This design comes from an exercise in tuning for a short achievable clock period and few clock cycles on the open sky130 flow, not from production work.
Function was checked by simulation only, so behaviour that the tests miss may differ from the original.
Power figures rest on the tool's default switching activity, not on a simulated workload.

`flow/design.v`:
```
package mips_pkg;
	localparam int xlen        = 32;
	localparam int reg_addr_w  = 5;
	localparam int imem_addr_w = 6;
	localparam int dmem_addr_w = 6;
	localparam logic [5:0] fn_addu = 6'h21;
	localparam logic [5:0] fn_subu = 6'h23;
	localparam logic [5:0] fn_and  = 6'h24;
	localparam logic [5:0] fn_or   = 6'h25;
	localparam logic [5:0] fn_slt  = 6'h2a;
	localparam logic [5:0] op_rtype = 6'h00;
	localparam logic [5:0] op_beq   = 6'h04;
	localparam logic [5:0] op_addi  = 6'h08;
	localparam logic [5:0] op_lw    = 6'h23;
	localparam logic [5:0] op_sw    = 6'h2b;
	localparam logic [5:0] op_halt  = 6'h3f;
	localparam int iw_w   = 41;
	localparam int iw_beq = 40;   
	localparam int iw_stk = 39;   
	localparam int iw_hlt = 38;   
	localparam int iw_tgt = 32;   
endpackage
`timescale 1ns/1ns
module mips_inst_mem (
	input  logic                                  clk,
	input  logic                                  rst_n,
	input  logic                                  load_req,
	input  logic [mips_pkg::imem_addr_w-1:0]      load_addr,
	input  logic [mips_pkg::xlen-1:0]             load_data,
	output logic                                  load_ack,
	input  logic [2:0][mips_pkg::imem_addr_w-1:0] fa,
	output logic [2:0][mips_pkg::iw_w-1:0]        fw,
	output logic [2:0][mips_pkg::iw_w-1:0]        w0
);
	logic [mips_pkg::iw_w-1:0] mem [2**mips_pkg::imem_addr_w];
	logic [mips_pkg::iw_w-1:0] wd;
	logic [5:0]                wop;
	logic                      wr;
	assign wr = load_req && !load_ack;
	always_ff @(posedge clk or negedge rst_n) begin
		if (!rst_n) begin
			load_ack <= 1'b0;
		end else if (wr) begin
			load_ack <= 1'b1;
		end else if (!load_req && load_ack) begin
			load_ack <= 1'b0;
		end
	end
	assign wop = load_data[31:26];
	always_comb begin
		wd                                 = '0;
		wd[mips_pkg::xlen-1:0]             = load_data;
		wd[mips_pkg::iw_beq]               = wop == mips_pkg::op_beq;
		wd[mips_pkg::iw_stk]               = (wop == mips_pkg::op_beq) &&
		                                     (load_data[25:21] == load_data[20:16]);
		wd[mips_pkg::iw_hlt]               = wop == mips_pkg::op_halt;
		wd[mips_pkg::iw_tgt +: 6]          = load_addr + 6'd1 + load_data[5:0];
	end
	always_ff @(posedge clk) begin
		if (wr) begin
			mem[load_addr] <= wd;
		end
	end
	assign fw[0] = mem[fa[0]];
	assign fw[1] = mem[fa[1]];
	assign fw[2] = mem[fa[2]];
	assign w0[0] = (wr && load_addr == 6'd0) ? wd : mem[0];
	assign w0[1] = (wr && load_addr == 6'd1) ? wd : mem[1];
	assign w0[2] = (wr && load_addr == 6'd2) ? wd : mem[2];
endmodule
`timescale 1ns/1ns
module mips_reg_file (
	input  logic                                 clk,
	input  logic                                 rst_n,
	input  logic [5:0][mips_pkg::reg_addr_w-1:0] ra,
	output logic [5:0][mips_pkg::xlen-1:0]       rd,
	input  logic [mips_pkg::reg_addr_w-1:0]      dbg_addr,
	output logic [mips_pkg::xlen-1:0]            dbg_data,
	input  logic [5:0]                           we,
	input  logic [5:0][mips_pkg::reg_addr_w-1:0] wa,
	input  logic [5:0][mips_pkg::xlen-1:0]       wd
);
	logic [mips_pkg::xlen-1:0] regs [2**mips_pkg::reg_addr_w];
	assign regs[0] = '0;
	for (genvar i = 1; i < 2**mips_pkg::reg_addr_w; i++) begin : g_reg
		always_ff @(posedge clk or negedge rst_n) begin
			if (!rst_n) begin
				regs[i] <= '0;
			end else if (we[2] && wa[2] == i) begin
				regs[i] <= wd[2];
			end else if (we[1] && wa[1] == i) begin
				regs[i] <= wd[1];
			end else if (we[0] && wa[0] == i) begin
				regs[i] <= wd[0];
			end else if (we[5] && wa[5] == i) begin
				regs[i] <= wd[5];
			end else if (we[4] && wa[4] == i) begin
				regs[i] <= wd[4];
			end else if (we[3] && wa[3] == i) begin
				regs[i] <= wd[3];
			end
		end
	end
	for (genvar p = 0; p < 6; p++) begin : g_rd
		assign rd[p] = regs[ra[p]];
	end
	assign dbg_data = regs[dbg_addr];
endmodule
`timescale 1ns/1ns
module mips_decoder (
	input  logic [mips_pkg::xlen-1:0]       instr,
	output logic                            we,       
	output logic                            lwe,      
	output logic [mips_pkg::reg_addr_w-1:0] dest,
	output logic                            rs_used,
	output logic                            rt_used,
	output logic                            use_imm,
	output logic [mips_pkg::xlen-1:0]       imm,
	output logic                            sub,
	output logic                            r_and,
	output logic                            r_or,
	output logic                            r_slt,
	output logic                            lw,
	output logic                            sw,
	output logic                            beq,
	output logic                            hlt
);
	logic [5:0] op;
	logic [5:0] funct;
	logic       rtype;
	logic       addi;
	assign op    = instr[31:26];
	assign funct = instr[5:0];
	assign rtype = (op == mips_pkg::op_rtype) &&
	               (funct == mips_pkg::fn_addu || funct == mips_pkg::fn_subu ||
	                funct == mips_pkg::fn_and  || funct == mips_pkg::fn_or   ||
	                funct == mips_pkg::fn_slt);
	assign addi  = op == mips_pkg::op_addi;
	assign lw    = op == mips_pkg::op_lw;
	assign sw    = op == mips_pkg::op_sw;
	assign beq   = op == mips_pkg::op_beq;
	assign hlt   = op == mips_pkg::op_halt;
	assign dest    = rtype ? instr[15:11] : instr[20:16];
	assign we      = (rtype || addi) && (dest != '0);
	assign lwe     = lw && (dest != '0);
	assign rs_used = rtype || addi || lw || sw || beq;
	assign rt_used = rtype || sw || beq;
	assign use_imm = addi || lw || sw;
	assign imm     = {{(mips_pkg::xlen-16){instr[15]}}, instr[15:0]};
	assign sub     = rtype && (funct == mips_pkg::fn_subu || funct == mips_pkg::fn_slt);
	assign r_and   = rtype && funct == mips_pkg::fn_and;
	assign r_or    = rtype && funct == mips_pkg::fn_or;
	assign r_slt   = rtype && funct == mips_pkg::fn_slt;
endmodule
`timescale 1ns/1ns
module mips_execute (
	input  logic [mips_pkg::xlen-1:0] a,
	input  logic [mips_pkg::xlen-1:0] b,
	input  logic                      sub,
	input  logic                      r_and,
	input  logic                      r_or,
	input  logic                      r_slt,
	output logic [mips_pkg::xlen-1:0] sum,
	output logic [mips_pkg::xlen-1:0] result,
	output logic                      eq
);
	logic [mips_pkg::xlen-1:0] bx;
	logic                      lt;
	assign bx  = sub ? ~b : b;
	assign sum = a + bx + {{(mips_pkg::xlen-1){1'b0}}, sub};
	assign lt  = (a[mips_pkg::xlen-1] != b[mips_pkg::xlen-1]) ? a[mips_pkg::xlen-1]
	                                                          : sum[mips_pkg::xlen-1];
	assign eq  = a == b;
	always_comb begin
		if (r_and) begin
			result = a & b;
		end else if (r_or) begin
			result = a | b;
		end else if (r_slt) begin
			result = {{(mips_pkg::xlen-1){1'b0}}, lt};
		end else begin
			result = sum;
		end
	end
endmodule
`timescale 1ns/1ns
module mips_data_mem (
	input  logic                                  clk,
	input  logic                                  rst_n,
	input  logic [2:0]                            we,
	input  logic [2:0][mips_pkg::dmem_addr_w-1:0] addr,
	input  logic [2:0][mips_pkg::xlen-1:0]        wd,
	output logic [2:0][mips_pkg::xlen-1:0]        rd
);
	localparam int nw = 2**mips_pkg::dmem_addr_w;
	logic [mips_pkg::xlen-1:0] mem [nw];
	logic [2:0][nw-1:0]        sel;
	always_comb begin
		for (int p = 0; p < 3; p++) begin
			for (int i = 0; i < nw; i++) begin
				sel[p][i] = addr[p] == i;
			end
		end
	end
	for (genvar i = 0; i < nw; i++) begin : g_word
		always_ff @(posedge clk or negedge rst_n) begin
			if (!rst_n) begin
				mem[i] <= '0;
			end else if (we[2] && sel[2][i]) begin
				mem[i] <= wd[2];
			end else if (we[1] && sel[1][i]) begin
				mem[i] <= wd[1];
			end else if (we[0] && sel[0][i]) begin
				mem[i] <= wd[0];
			end
		end
	end
	always_comb begin
		for (int p = 0; p < 3; p++) begin
			rd[p] = '0;
			for (int i = 0; i < nw; i++) begin
				rd[p] = rd[p] | ({mips_pkg::xlen{sel[p][i]}} & mem[i]);
			end
		end
	end
endmodule
`timescale 1ns/1ns
module mips_top (
	input  logic                             clk,
	input  logic                             rst_n,
	input  logic                             run,
	input  logic                             load_req,
	input  logic [mips_pkg::imem_addr_w-1:0] load_addr,
	input  logic [mips_pkg::xlen-1:0]        load_data,
	output logic                             load_ack,
	input  logic [mips_pkg::reg_addr_w-1:0]  dbg_reg_addr,
	output logic [mips_pkg::xlen-1:0]        dbg_reg_data,
	output logic [mips_pkg::xlen-1:0]        pc,
	output logic                             halt
);
	localparam int aw = mips_pkg::imem_addr_w;
	localparam int xl = mips_pkg::xlen;
	localparam int rw = mips_pkg::reg_addr_w;
	localparam int iw = mips_pkg::iw_w;
	localparam int ma = mips_pkg::dmem_addr_w;
	logic [aw-1:0]      s_a;
	logic               s_p;       
	logic               s_r2;      
	logic [aw-1:0]      s_t;
	logic               s_stop;    
	logic [2:0]         ir_v;
	logic [2:0][aw-1:0] ir_ad;
	logic [2:0][iw-1:0] ir_w;
	logic [2:0]         x_v;
	logic [2:0]         x_we;      
	logic [2:0]         x_lwe;     
	logic [2:0][rw-1:0] x_dest;
	logic [2:0][xl-1:0] x_a;
	logic [2:0][xl-1:0] x_b;
	logic [2:0][xl-1:0] x_sd;
	logic [2:0][5:0]    x_fa;      
	logic [2:0][5:0]    x_fb;
	logic [2:0][5:0]    x_fsd;
	logic [2:0]         x_sub;
	logic [2:0]         x_and;
	logic [2:0]         x_or;
	logic [2:0]         x_slt;
	logic [2:0]         x_lw;
	logic [2:0]         x_sw;
	logic [2:0]         x_bdyn;    
	logic [2:0]         x_hlt;
	logic [2:0][aw-1:0] x_tgt;
	logic [2:0][aw-1:0] x_ad;
	logic [2:0]         m_lwe;
	logic [2:0]         m_sw;
	logic [2:0][rw-1:0] m_dest;
	logic [2:0][ma-1:0] m_addr;
	logic [2:0][xl-1:0] m_sd;
	logic               m_hlt;     
	logic [aw-1:0]      m_had;
	logic [2:0]         r_we;
	logic [2:0][rw-1:0] r_dest;
	logic [2:0][xl-1:0] r_val;
	logic [2:0]         l_we;
	logic [2:0][rw-1:0] l_dest;
	logic [2:0][xl-1:0] l_val;
	logic [1:0]         ph;
	logic [2:0][aw-1:0] f_ad;
	logic [aw-1:0]      f_nx;
	logic [2:0][iw-1:0] f_w;
	logic [2:0][iw-1:0] i_w0;
	logic [2:0]         f_v;
	logic [aw-1:0]      f_a;
	logic               f_p;
	logic               f_r2;
	logic [aw-1:0]      f_t;
	logic               f_stop;
	logic [2:0]         z_v;
	logic [aw-1:0]      z_a;
	logic               z_p;
	logic               z_r2;
	logic [aw-1:0]      z_t;
	logic               z_stop;
	logic [2:0]         d_we;
	logic [2:0]         d_lwe;
	logic [2:0][rw-1:0] d_dest;
	logic [2:0]         d_rs_used;
	logic [2:0]         d_rt_used;
	logic [2:0]         d_use_imm;
	logic [2:0][xl-1:0] d_imm;
	logic [2:0]         d_sub;
	logic [2:0]         d_and;
	logic [2:0]         d_or;
	logic [2:0]         d_slt;
	logic [2:0]         d_lw;
	logic [2:0]         d_sw;
	logic [2:0]         d_beq;
	logic [2:0]         d_hlt;
	logic [5:0][rw-1:0] d_ra;
	logic [5:0]         d_used;
	logic [5:0][xl-1:0] d_rd;
	logic [5:0][xl-1:0] d_fv;      
	logic [5:0][5:0]    d_fx;      
	logic [5:0]         d_wait;    
	logic [2:0]         d_v;
	logic [2:0]         d_kill;    
	logic               stall;
	logic [2:0][xl-1:0] e_a;
	logic [2:0][xl-1:0] e_b;
	logic [2:0][xl-1:0] e_sd;
	logic [2:0][xl-1:0] e_sum;
	logic [2:0][xl-1:0] e_res;
	logic [2:0]         e_eq;
	logic [2:0]         e_mp;      
	logic               mp;
	logic [1:0]         mp_j;
	logic [aw-1:0]      mp_tgt;
	logic [2:0][xl-1:0] m_rd;
	logic [2:0][xl-1:0] m_ld;
	logic               x_hlt_any;
	logic               x_hasld;
	logic               halt_now;
	logic               halt_early;
	logic               halt_set;
	logic               kill;
	logic [aw-1:0]      halt_ad;
	logic               load_wr;
	logic               ph1;
	logic               ph2;
	logic [xl-1:0]      rf_dbg;
	logic [xl-1:0]      dbg_next;
	assign f_ad[0] = s_a;
	assign f_ad[1] = (s_p && !s_r2) ? s_t : s_a + 6'd1;
	assign f_ad[2] = s_p ? (s_r2 ? s_t : s_t + 6'd1) : s_a + 6'd2;
	assign f_nx    = s_p ? (s_r2 ? s_t + 6'd1 : s_t + 6'd2) : s_a + 6'd3;
	mips_inst_mem u_inst_mem (
		.clk       (clk),
		.rst_n     (rst_n),
		.load_req  (load_req),
		.load_addr (load_addr),
		.load_data (load_data),
		.load_ack  (load_ack),
		.fa        (f_ad),
		.fw        (f_w),
		.w0        (i_w0)
	);
	task automatic fetch_next(
		input  logic [2:0][iw-1:0] w,
		input  logic [aw-1:0]      nx,
		input  logic               stop,
		output logic [2:0]         v,
		output logic [aw-1:0]      na,
		output logic               np,
		output logic               nr2,
		output logic [aw-1:0]      nt,
		output logic               nstop
	);
		v[0]  = !stop;
		v[1]  = v[0] && !w[0][mips_pkg::iw_hlt];
		v[2]  = v[1] && !w[1][mips_pkg::iw_hlt];
		nstop = stop || (v[0] && w[0][mips_pkg::iw_hlt]) || (v[1] && w[1][mips_pkg::iw_hlt]) ||
		        (v[2] && w[2][mips_pkg::iw_hlt]);
		na    = nx;
		np    = 1'b0;
		nr2   = 1'b0;
		nt    = w[1][mips_pkg::iw_tgt +: aw];
		if (w[0][mips_pkg::iw_stk]) begin
			na = w[0][mips_pkg::iw_tgt +: aw];
		end else if (w[1][mips_pkg::iw_stk]) begin
			np = 1'b1;
		end else if (w[2][mips_pkg::iw_stk]) begin
			np  = 1'b1;
			nr2 = 1'b1;
			nt  = w[2][mips_pkg::iw_tgt +: aw];
		end
	endtask
	always_comb begin
		fetch_next(f_w, f_nx, s_stop, f_v, f_a, f_p, f_r2, f_t, f_stop);
		fetch_next(i_w0, 6'd3, 1'b0, z_v, z_a, z_p, z_r2, z_t, z_stop);
	end
	assign load_wr = load_req && !load_ack;
	assign ph1     = !run && (ph == 2'd0 || load_wr);
	assign ph2     = !run && !ph1 && ph == 2'd1;
	always_ff @(posedge clk or negedge rst_n) begin
		if (!rst_n) begin
			ph <= 2'd0;
		end else if (run) begin
			ph <= 2'd0;
		end else if (ph1) begin
			ph <= 2'd1;
		end else if (ph2) begin
			ph <= 2'd2;
		end
	end
	always_ff @(posedge clk or negedge rst_n) begin
		if (!rst_n) begin
			s_a    <= '0;
			s_p    <= 1'b0;
			s_r2   <= 1'b0;
			s_t    <= '0;
			s_stop <= 1'b0;
			ir_v   <= '0;
		end else if (ph1) begin
			s_a    <= z_a;
			s_p    <= z_p;
			s_r2   <= z_r2;
			s_t    <= z_t;
			s_stop <= z_stop;
			ir_v   <= z_v;
		end else if (!run && !ph2) begin
		end else if (run && mp) begin
			s_a    <= mp_tgt;
			s_p    <= 1'b0;
			s_r2   <= 1'b0;
			s_stop <= 1'b0;
			ir_v   <= stall ? d_v : 3'b000;
		end else if (run && kill) begin
			ir_v   <= '0;
		end else if (run && stall) begin
		end else begin
			s_a    <= f_a;
			s_p    <= f_p;
			s_r2   <= f_r2;
			s_t    <= f_t;
			s_stop <= f_stop;
			ir_v   <= f_v;
		end
	end
	always_ff @(posedge clk) begin
		if (ph1) begin
			ir_ad <= {6'd2, 6'd1, 6'd0};
			ir_w  <= i_w0;
		end else if (ph2 || (run && !stall)) begin
			ir_ad <= f_ad;
			ir_w  <= f_w;
		end
	end
	for (genvar s = 0; s < 3; s++) begin : g_dec
		mips_decoder u_decoder (
			.instr   (ir_w[s][xl-1:0]),
			.we      (d_we[s]),
			.lwe     (d_lwe[s]),
			.dest    (d_dest[s]),
			.rs_used (d_rs_used[s]),
			.rt_used (d_rt_used[s]),
			.use_imm (d_use_imm[s]),
			.imm     (d_imm[s]),
			.sub     (d_sub[s]),
			.r_and   (d_and[s]),
			.r_or    (d_or[s]),
			.r_slt   (d_slt[s]),
			.lw      (d_lw[s]),
			.sw      (d_sw[s]),
			.beq     (d_beq[s]),
			.hlt     (d_hlt[s])
		);
		assign d_ra[2*s]     = ir_w[s][25:21];
		assign d_ra[2*s+1]   = ir_w[s][20:16];
		assign d_used[2*s]   = d_rs_used[s];
		assign d_used[2*s+1] = d_rt_used[s];
	end
	mips_reg_file u_reg_file (
		.clk      (clk),
		.rst_n    (rst_n),
		.ra       (d_ra),
		.rd       (d_rd),
		.dbg_addr (dbg_reg_addr),
		.dbg_data (rf_dbg),
		.we       ({l_we, r_we}),
		.wa       ({l_dest, r_dest}),
		.wd       ({l_val, r_val})
	);
	always_comb begin
		for (int p = 0; p < 6; p++) begin
			logic [2:0] rm;
			logic [2:0] lm;
			logic [2:0] xm;
			logic [2:0] mm;
			logic [2:0] xl_m;
			for (int q = 0; q < 3; q++) begin
				rm[q]   = r_we[q] && r_dest[q] == d_ra[p];
				lm[q]   = l_we[q] && l_dest[q] == d_ra[p];
				xm[q]   = x_v[q] && x_we[q] && x_dest[q] == d_ra[p];
				mm[q]   = m_lwe[q] && m_dest[q] == d_ra[p];
				xl_m[q] = x_v[q] && x_lwe[q] && x_dest[q] == d_ra[p];
			end
			if (rm[2])      d_fv[p] = r_val[2];
			else if (rm[1]) d_fv[p] = r_val[1];
			else if (rm[0]) d_fv[p] = r_val[0];
			else if (lm[2]) d_fv[p] = l_val[2];
			else if (lm[1]) d_fv[p] = l_val[1];
			else if (lm[0]) d_fv[p] = l_val[0];
			else            d_fv[p] = d_rd[p];
			d_fx[p] = '0;
			if (xm[2])      d_fx[p][2] = 1'b1;
			else if (xm[1]) d_fx[p][1] = 1'b1;
			else if (xm[0]) d_fx[p][0] = 1'b1;
			else if (mm[2]) d_fx[p][5] = 1'b1;
			else if (mm[1]) d_fx[p][4] = 1'b1;
			else if (mm[0]) d_fx[p][3] = 1'b1;
			d_wait[p] = d_used[p] && ((xl_m[2]) ||
			                          (xl_m[1] && !xm[2]) ||
			                          (xl_m[0] && !xm[2] && !xm[1]));
		end
	end
	always_comb begin
		for (int s = 0; s < 3; s++) begin
			d_v[s] = ir_v[s] && !kill && !(mp && s >= mp_j);
		end
		stall = (d_v[0] && (d_wait[0] || d_wait[1])) ||
		        (d_v[1] && (d_wait[2] || d_wait[3])) ||
		        (d_v[2] && (d_wait[4] || d_wait[5]));
		for (int s = 0; s < 3; s++) begin
			d_kill[s] = 1'b0;
			for (int q = s + 1; q < 3; q++) begin
				if (d_v[q] && (d_we[q] || d_lwe[q]) && d_dest[q] == d_dest[s]) d_kill[s] = 1'b1;
			end
		end
	end
	always_ff @(posedge clk or negedge rst_n) begin
		if (!rst_n) begin
			x_v <= '0;
		end else if (ph1) begin
			x_v <= '0;
		end else if (ph2) begin
			x_v <= ir_v;
		end else if (run) begin
			x_v <= stall ? 3'b000 : d_v;
		end
	end
	always_ff @(posedge clk) begin
		if (run || ph2) begin
			for (int s = 0; s < 3; s++) begin
				x_we[s]   <= d_we[s];
				x_lwe[s]  <= d_lwe[s] && !d_kill[s];
				x_dest[s] <= d_dest[s];
				x_a[s]    <= d_fv[2*s];
				x_b[s]    <= d_use_imm[s] ? d_imm[s] : d_fv[2*s+1];
				x_sd[s]   <= d_fv[2*s+1];
				x_fa[s]   <= d_fx[2*s];
				x_fb[s]   <= d_use_imm[s] ? 6'b000000 : d_fx[2*s+1];
				x_fsd[s]  <= d_fx[2*s+1];
				x_sub[s]  <= d_sub[s];
				x_and[s]  <= d_and[s];
				x_or[s]   <= d_or[s];
				x_slt[s]  <= d_slt[s];
				x_lw[s]   <= d_lw[s];
				x_sw[s]   <= d_sw[s];
				x_bdyn[s] <= d_beq[s] && !ir_w[s][mips_pkg::iw_stk];
				x_hlt[s]  <= d_hlt[s];
				x_tgt[s]  <= ir_w[s][mips_pkg::iw_tgt +: aw];
				x_ad[s]   <= ir_ad[s];
			end
		end
	end
	function automatic logic [xl-1:0] fwd(input logic [5:0] f, input logic [xl-1:0] d,
		input logic [2:0][xl-1:0] r, input logic [2:0][xl-1:0] l);
		logic none;
		none = f == 6'b000000;
		fwd = ({xl{f[0]}} & r[0]) | ({xl{f[1]}} & r[1]) | ({xl{f[2]}} & r[2]) |
		       ({xl{f[3]}} & l[0]) | ({xl{f[4]}} & l[1]) | ({xl{f[5]}} & l[2]) |
		       ({xl{none}} & d);
	endfunction
	for (genvar s = 0; s < 3; s++) begin : g_ex
		assign e_a[s]  = fwd(x_fa[s], x_a[s], r_val, l_val);
		assign e_b[s]  = fwd(x_fb[s], x_b[s], r_val, l_val);
		assign e_sd[s] = fwd(x_fsd[s], x_sd[s], r_val, l_val);
		mips_execute u_execute (
			.a      (e_a[s]),
			.b      (e_b[s]),
			.sub    (x_sub[s]),
			.r_and  (x_and[s]),
			.r_or   (x_or[s]),
			.r_slt  (x_slt[s]),
			.sum    (e_sum[s]),
			.result (e_res[s]),
			.eq     (e_eq[s])
		);
		assign e_mp[s] = x_v[s] && x_bdyn[s] && e_eq[s];
	end
	always_comb begin
		mp     = |e_mp;
		mp_j   = e_mp[1] ? 2'd1 : (e_mp[2] ? 2'd2 : 2'd0);
		mp_tgt = x_bdyn[1] ? x_tgt[1] : (x_bdyn[2] ? x_tgt[2] : x_tgt[0]);
	end
	always_ff @(posedge clk or negedge rst_n) begin
		if (!rst_n) begin
			r_we  <= '0;
			m_lwe <= '0;
			m_sw  <= '0;
		end else begin
			r_we  <= run ? (x_v & x_we) : 3'b000;
			m_lwe <= run ? (x_v & x_lwe) : 3'b000;
			m_sw  <= run ? (x_v & x_sw) : 3'b000;
		end
	end
	always_ff @(posedge clk) begin
		r_dest <= x_dest;
		r_val  <= e_res;
		m_dest <= x_dest;
		m_sd   <= e_sd;
		for (int s = 0; s < 3; s++) begin
			m_addr[s] <= e_sum[s][ma+1:2];
		end
	end
	mips_data_mem u_data_mem (
		.clk   (clk),
		.rst_n (rst_n),
		.we    (m_sw),
		.addr  (m_addr),
		.wd    (m_sd),
		.rd    (m_rd)
	);
	always_comb begin
		m_ld[0] = m_rd[0];
		m_ld[1] = (m_sw[0] && m_addr[0] == m_addr[1]) ? m_sd[0] : m_rd[1];
		if (m_sw[1] && m_addr[1] == m_addr[2])      m_ld[2] = m_sd[1];
		else if (m_sw[0] && m_addr[0] == m_addr[2]) m_ld[2] = m_sd[0];
		else                                        m_ld[2] = m_rd[2];
	end
	always_ff @(posedge clk or negedge rst_n) begin
		if (!rst_n) begin
			l_we <= '0;
		end else begin
			l_we <= m_lwe;
		end
	end
	always_ff @(posedge clk) begin
		l_dest <= m_dest;
		l_val  <= m_ld;
	end
	always_comb begin
		x_hlt_any  = |(x_v & x_hlt);
		x_hasld    = |(x_v & x_lwe);
		halt_now   = x_hlt_any && !x_hasld;
		halt_early = ir_v[0] && ir_w[0][mips_pkg::iw_hlt] && !(mp && mp_j == 2'd0) &&
		             !x_hasld && !m_hlt;
		halt_set   = run && !halt && (halt_now || m_hlt || halt_early);
		kill       = halt || x_hlt_any || m_hlt || halt_early;
		if (m_hlt)         halt_ad = m_had;
		else if (halt_now) halt_ad = x_hlt[0] ? x_ad[0] : (x_hlt[1] ? x_ad[1] : x_ad[2]);
		else               halt_ad = ir_ad[0];
	end
	always_ff @(posedge clk or negedge rst_n) begin
		if (!rst_n) begin
			m_hlt <= 1'b0;
		end else begin
			m_hlt <= run && !halt && x_hlt_any && x_hasld;
		end
	end
	always_ff @(posedge clk) begin
		m_had <= x_hlt[0] ? x_ad[0] : (x_hlt[1] ? x_ad[1] : x_ad[2]);
	end
	always_ff @(posedge clk or negedge rst_n) begin
		if (!rst_n) begin
			halt <= 1'b0;
			pc   <= '0;
		end else if (!run) begin
			halt <= 1'b0;
			pc   <= '0;
		end else if (halt_set) begin
			halt <= 1'b1;
			pc   <= {{(xl-aw-2){1'b0}}, halt_ad, 2'b00};
		end
	end
	always_comb begin
		logic [2:0] xm;
		logic [2:0] mm;
		logic [2:0] rm;
		logic [2:0] lm;
		for (int q = 0; q < 3; q++) begin
			xm[q] = run && x_v[q] && x_we[q] && x_dest[q] == dbg_reg_addr;
			mm[q] = m_lwe[q] && m_dest[q] == dbg_reg_addr;
			rm[q] = r_we[q] && r_dest[q] == dbg_reg_addr;
			lm[q] = l_we[q] && l_dest[q] == dbg_reg_addr;
		end
		if (xm[2])      dbg_next = e_res[2];
		else if (xm[1]) dbg_next = e_res[1];
		else if (xm[0]) dbg_next = e_res[0];
		else if (mm[2]) dbg_next = m_ld[2];
		else if (mm[1]) dbg_next = m_ld[1];
		else if (mm[0]) dbg_next = m_ld[0];
		else if (rm[2]) dbg_next = r_val[2];
		else if (rm[1]) dbg_next = r_val[1];
		else if (rm[0]) dbg_next = r_val[0];
		else if (lm[2]) dbg_next = l_val[2];
		else if (lm[1]) dbg_next = l_val[1];
		else if (lm[0]) dbg_next = l_val[0];
		else            dbg_next = rf_dbg;
	end
	always_ff @(posedge clk or negedge rst_n) begin
		if (!rst_n) begin
			dbg_reg_data <= '0;
		end else begin
			dbg_reg_data <= dbg_next;
		end
	end
endmodule
```
`flow/run.sh`:
```
#!/bin/bash
# synth_recipe.tcl (not shown) runs the flow's synth.tcl, then flattens the netlist and writes it again
# the make line also repeats each setting of config.mk as NAME=value (left out here)
make -C /OpenROAD-flow-scripts/flow DESIGN_CONFIG=/design/flow/config.mk WORK_HOME=/design/flow/orfs CLKGATE_MAP_FILE= SYNTH_SCRIPT=/design/flow/synth_recipe.tcl finish
```
`flow/config.mk`:
```
export PLATFORM = sky130hd
export DESIGN_NAME = mips_top
export DESIGN_NICKNAME = mips_top
export VERILOG_FILES = /design/flow/design.v
export SDC_FILE = /design/flow/constraint.sdc
export NUM_CORES = 8
export LEC_CHECK = 0
export ABC_CLOCK_PERIOD_IN_PS = 2800
export CAP_MARGIN = 20
export CORE_MARGIN = 2
export CORE_UTILIZATION = 40
export SETUP_SLACK_MARGIN = 2.0
export SLEW_MARGIN = 20
```
`flow/constraint.sdc`:
```
create_clock -name core_clock -period 5.3 [get_ports {clk}]
set_input_delay 1.0600 -clock core_clock [delete_from_list [all_inputs] [get_ports {clk}]]
set_output_delay 1.0600 -clock core_clock [all_outputs]
set_load 0.01 [all_outputs]
```
==> impl_metrics.csv <==
group,metric,value,unit
run_status,outcome,"did not finish",
run_status,haltStage,"5_1_grt",
run_status,tool.error,"[ERROR GRT-0116] Global routing finished with congestion. Check the congestion regions in the DRC Viewer.",
synth,synth_xor_area_share,0.967,%
clock_tree,clockBufferDepth,5,
floorplanning,die_w,1120,µm
synth,yosys_warnings,7,
synth,synth_cell_types,125,
place,dp_slack,-1.68,ns
clock_tree,h-tree-depth,6,
synth,synth_compound_area_share,28.2,%
place,place_congestion,1.36,
synth,synthArstFlopShare,47.4,%
grt,global_route.overflow_total,353,
floorplanning,start_util,40.1,%
synth,yosys-mux-area-fraction,8.64,%
grt,grt_max_degree,179,
synth,ys_ff_latch,6574,
synth,seq_area_frac_synth,35.7,%
floorplanning,pin_count,113,
place,io_buffers,86,
synth,synth_edf_count,3098,
floorplanning,core.rowCount,410,
place,dp_hpwl,3600000,µm
synth,synthCells,62300,
floorplanning,die_y,1120,µm
clock_tree,cts.sinks,6574,
synth,synthAdderAreaFrac,0.752,%
clock_tree,numCtsBuffers,797,
synth,synth.avg_cell_area,8.03,µm²
synth,synth_top_family_by_area,"compound AO/OA/AOI/OAI gates",
grt,track_usage,83.1,%
synth,synth_ff_type,"dfrtp_1",
synth,synth-simple-area-share,18.7,%
grt,grt_pass1_vias,640000,
clock_tree,cts_root_buf,"clkbuf_16",
grt,grt_pass1_wl,6930000,µm
synth,syn_area,0.500,mm²
[power groups by stage]
stage	logic [W]	clock network (W)	registers, W
CTS	0.156	0.0596	0.0684
detailed placement	0.154	0	0.0694
global placement	0.153	0	0.0696
floorplan	0.0856	0	0.0599
[cells by family after synthesis]
logic type,count (synthesis)
compound gates,21900
xor+xnor,551
simple gates,21200
other cells,1
fa+ha+maj,298
mux,2796
buf+inv,8971
flops,6574
[metrics by stage]
step,cell area [µm²],cells,TNS [ns],total power (W)
2_1_floorplan,501000,62300,0,0.145
3_3_place_gp,553000,75900,-205.46,0.222
3_5_place_dp,553000,75900,-112.78,0.223
4_1_cts,583000,77500,-27.20,0.284
[Yosys cell counts, types with 930 or more instances]
| cell type | number | area share [%] |
|---|---|---|
| a211oi_1 | 2181 | 3.3 |
| a21oi_1 | 7011 | 7.0 |
| a22oi_1 | 6128 | 9.2 |
| buf_1 | 1404 | 1.1 |
| clkbuf_1 | 6180 | 4.6 |
| dfrtp_1 | 3116 | 16 |
| edfxtp_1 | 3098 | 19 |
| mux2i_1 | 1478 | 3.0 |
| mux4_2 | 1200 | 5.4 |
| nand2_1 | 10500 | 7.9 |
| nand3_1 | 3942 | 3.9 |
| nand4_1 | 930 | 1.2 |
| nor2_1 | 3184 | 2.4 |
| o21ai_0 | 3567 | 3.6 |
[timing repair]
action	CTS
pin swaps	101
endpoints found under the hold margin	8
resized for setup	295
endpoints found under the setup margin	4081
cloned	14
hold buffers	1
buffers inserted	103
[per-layer routing]
metal	GRT usage (%)	GRT overflow
met5	64.1	5
met4	73.4	147
met3	77.6	35
met2	90.0	153
met1	86.4	13
[worst min path at each step]
stage                             start  slack, ns                endpoint
after detailed placement       ir_w[35]       0.41                x_tgt[3]
after CTS                 load_data[12]       0.11  u_inst_mem.mem[55][12]
after floorplan               r_dest[9]       0.33               l_dest[9]
after global placement         ir_w[37]       0.40                x_tgt[5]
Testbench counts, summed over its fixed seeds: cycles 13,500.
